This design comes from an exercise in tuning for small area on the open sky130 flow, not from production work.
The RTL was checked by simulation tests, not by an equivalence proof against the original design.
Power figures rest on the tool's default switching activity, not on a simulated workload.

Setup of the baseline:
// intra_pred_regs
module intra_pred_regs (
	input  logic         clk,
	input  logic         rst_n,
	input  logic         ena,
	input  logic [4:0]   blk4x4_counter,
	input  logic [35:0]  pred_wr,          
	input  logic [34:0]  up_wr,            
	input  logic [36:0]  left_wr,          
	input  logic [2:0]   preload_counter,
	input  logic [95:0]  line_ram,         
	output logic [127:0] intra_pred,
	output logic [127:0] up_mb,
	output logic [127:0] left_mb
);
==> flow/config.mk <==
export PLATFORM = sky130hd
export DESIGN_NAME = intra_pred_regs
export DESIGN_NICKNAME = intra_pred_regs
export VERILOG_FILES = /design/flow/design.v
export SDC_FILE = /design/flow/constraint.sdc
export NUM_CORES = 4
export LEC_CHECK = 0
export CAP_MARGIN = 20
export CORE_MARGIN = 2
export CORE_UTILIZATION = 60
export PLACE_DENSITY = 0.75
export SLEW_MARGIN = 20
export SYNTH_HIERARCHICAL = 1
==> flow/constraint.sdc <==
create_clock -name core_clock -period 4.0 [get_ports {clk}]
set_input_delay 0.8000 -clock core_clock [delete_from_list [all_inputs] [get_ports {clk}]]
set_output_delay 0.8000 -clock core_clock [all_outputs]
set_load 0.01 [all_outputs]
standard.sh (not shown) runs the stock make flow with config.mk's settings and CLKGATE_MAP_FILE= SYNTH_SCRIPT=/design/flow/synth_recipe.tcl, a recipe that flattens the netlist after the stock synthesis.
==> flow/flow/run.sh <==
#!/bin/bash
# Layout: the standard flow, with two changes:
#  - port buffers are the smallest buffer, buf_1
#  - CTS builds the tree from small clock buffers and adds no dummy loads
set -euo pipefail
bash standard.sh \
  BUFFER_PORTS_ARGS="-buffer_cell sky130_fd_sc_hd__buf_1" \
  CTS_ARGS="-sink_clustering_enable -repair_clock_nets -buf_list sky130_fd_sc_hd__clkbuf_8 -sink_clustering_size 16 -sink_clustering_max_diameter 60 -dont_use_dummy_load" \
  finish > standard_flow.log 2>&1
For the candidate, these inputs were changed with respect to the baseline:
-- flow/design.v --
<<< the baseline, line 20
endmodule
module ip_sel3 #(parameter int W = 32) (
	input  logic         s0b,
	input  logic         s1,
	input  logic         s2,
	input  logic [W-1:0] a0n,
	input  logic [W-1:0] a1,
	input  logic [W-1:0] a2,
	output logic [W-1:0] y
);
	logic [W-1:0] y12n;                    
	assign y12n = ~(({W{s1}} & a1) | ({W{s2}} & a2));
	assign y    = ~(({W{s0b}} | a0n) & y12n);
endmodule
module ip_mask #(parameter int W = 32) (
>>> the candidate, line 20
endmodule
module ip_sel3 #(parameter int W = 32) (
	input  logic         s0,
	input  logic         s1,
	input  logic         s2,
	input  logic [W-1:0] a0,
	input  logic [W-1:0] a1,
	input  logic [W-1:0] a2,
	output logic [W-1:0] y
);
	assign y = ({W{s0}} & a0) | ({W{s1}} & a1) | ({W{s2}} & a2);
endmodule
module ip_mask #(parameter int W = 32) (
<<< the baseline, line 98
	logic [3:0]   ul_we;
	logic [1:0]   uc_we;
	logic [31:0]  ul_nn;                   
	assign u_pre  = (preload_counter != 3'd0) && (preload_counter <= 3'd4);
	assign u_slot = 2'(3'd4 - preload_counter);
	assign ul_nn  = u_pre ? ~line_ram[95:64] : ~up_wr[31:0];
	assign uc_we[0] = ena & (preload_counter == 3'd2);
	assign uc_we[1] = ena & (preload_counter == 3'd1);
>>> the candidate, line 96
	logic [3:0]   ul_we;
	logic [1:0]   uc_we;
	logic [31:0]  ul_n, ul_nn;
	logic [31:0]  ul_nk [4];               
	assign u_pre  = (preload_counter != 3'd0) && (preload_counter <= 3'd4);
	assign u_slot = 2'(3'd4 - preload_counter);
	assign ul_n   = u_pre ? line_ram[95:64] : up_wr[31:0];
	assign ul_nn  = u_pre ? ~line_ram[95:64] : ~up_wr[31:0];
	assign ul_nk[0] = ul_n;
	assign ul_nk[1] = ul_n;
	assign ul_nk[2] = ul_nn;
	assign ul_nk[3] = ul_nn;
	assign uc_we[0] = ena & (preload_counter == 3'd2);
	assign uc_we[1] = ena & (preload_counter == 3'd1);
<<< the baseline, line 118
	end
	for (genvar k = 0; k < 4; k++) begin : g_ul
		ip_hold #(32) u_hold (.we(ul_we[k]), .web(~ul_we[k]), .n(ul_nn),
			.q(ul_q[k*32 +: 32]), .d(ul_d[k*32 +: 32]));
	end
>>> the candidate, line 122
	end
	for (genvar k = 0; k < 4; k++) begin : g_ul
		ip_hold #(32) u_hold (.we(ul_we[k]), .web(~ul_we[k]), .n(ul_nk[k]),
			.q(ul_q[k*32 +: 32]), .d(ul_d[k*32 +: 32]));
	end
<<< the baseline, line 139
	logic [1:0]   lb_we, lr_we;
	logic         l_wr;
	assign l_wr = ena & left_wr[34];
	always_comb begin
>>> the candidate, line 143
	logic [1:0]   lb_we, lr_we;
	logic         l_wr;
	logic [31:0]  ll_nk [4];
	assign ll_nk[0] = left_wr[31:0];
	assign ll_nk[1] = left_wr[31:0];
	assign ll_nk[2] = ~left_wr[31:0];
	assign ll_nk[3] = ~left_wr[31:0];
	assign l_wr = ena & left_wr[34];
	always_comb begin
<<< the baseline, line 160
	end
	for (genvar k = 0; k < 4; k++) begin : g_ll
		ip_hold #(32) u_hold (.we(ll_we[k]), .web(~ll_we[k]), .n(~left_wr[31:0]),
			.q(ll_q[k*32 +: 32]), .d(ll_d[k*32 +: 32]));
	end
>>> the candidate, line 169
	end
	for (genvar k = 0; k < 4; k++) begin : g_ll
		ip_hold #(32) u_hold (.we(ll_we[k]), .web(~ll_we[k]), .n(ll_nk[k]),
			.q(ll_q[k*32 +: 32]), .d(ll_d[k*32 +: 32]));
	end
<<< the baseline, line 175
	end
	for (genvar k = 0; k < 2; k++) begin : g_lo
		ip_sel3 #(32) u_up (.s0b(~(sel_l & ulv_q[k])), .s1(sel_b & ucv_q[k]), .s2(sel_r & ucv_q[k]),
			.a0n(ul_q[k*32 +: 32]), .a1(ub_q[k*32 +: 32]), .a2(ur_q[k*32 +: 32]), .y(up_mb[k*32 +: 32]));
		ip_sel3 #(32) u_left (.s0b(~(sel_l & llv_q[k])), .s1(sel_b & lbv_q[k]), .s2(sel_r & lrv_q[k]),
			.a0n(ll_q[k*32 +: 32]), .a1(lb_q[k*32 +: 32]), .a2(lr_q[k*32 +: 32]), .y(left_mb[k*32 +: 32]));
	end
	for (genvar k = 2; k < 4; k++) begin : g_hi
>>> the candidate, line 184
	end
	for (genvar k = 0; k < 2; k++) begin : g_lo
		ip_sel3 #(32) u_up (.s0(sel_l & ulv_q[k]), .s1(sel_b & ucv_q[k]), .s2(sel_r & ucv_q[k]),
			.a0(ul_q[k*32 +: 32]), .a1(ub_q[k*32 +: 32]), .a2(ur_q[k*32 +: 32]), .y(up_mb[k*32 +: 32]));
		ip_sel3 #(32) u_left (.s0(sel_l & llv_q[k]), .s1(sel_b & lbv_q[k]), .s2(sel_r & lrv_q[k]),
			.a0(ll_q[k*32 +: 32]), .a1(lb_q[k*32 +: 32]), .a2(lr_q[k*32 +: 32]), .y(left_mb[k*32 +: 32]));
	end
	for (genvar k = 2; k < 4; k++) begin : g_hi
==> run summary <==
Relative slew slack for the candidate: 2.4 points up relative to the baseline
Post-synthesis compound-gate area fraction: the candidate and the baseline compared, higher one is the baseline
Compared with the baseline, in the candidate post-route fraction of the period consumed by the critical path moved down, total met2 wirelength after detailed routing saw little to no change, global-route wire length before repair went up by 1900 microns, met2 capacity usage during global routing has decreased, clock power essentially unchanged.
The candidate ends up with a share of total power in combinational logic that is 0.4 points higher than in the baseline.
In the reports for the candidate and the baseline, the larger synthesized area belongs to the candidate.
The higher aggregate global-route resource usage came out of the baseline.
Going from the baseline to the candidate, routed wire length down 1.4%, detailed-router iteration count before antenna repair up 5.

## separate check: timing with driven ports
The results above use ideal ports. As a check the final layouts listed here were re-extracted and re-timed, cells and wires unchanged.
Step 1 assumes that a clkbuf_16 drives the clock port and a buf_2 every other input.
Step 2 adds t to the input delays and takes it off the output delays; t is the mean of the earliest and latest rising clock arrival at the registers after step 1. Input paths then give back, and output paths get back, about the clock's delay inside the block.
Slacks: no drivers / after step 1 / after step 2; pairs: no drivers / after step 1.
| run | t (ns) | setup slack, ns | worst setup path after step 2 | latest minus earliest clock arrival (ns) | worst data-port slew with drivers (ns) |
|---|---|---|---|---|---|
| the baseline | 0.692 | 0.513 / 0.493 / 0.493 | input to output | 0.043 / 0.043 | 0.14 |
| the candidate | 0.694 | 0.543 / 0.498 / 0.498 | input to output | 0.045 / 0.045 | 0.13 |
After both steps setup and hold are still met in every run listed. The setup slack of the candidate, which loses most, moves by -0.045 ns with the drivers and by -0.045 ns with both steps.
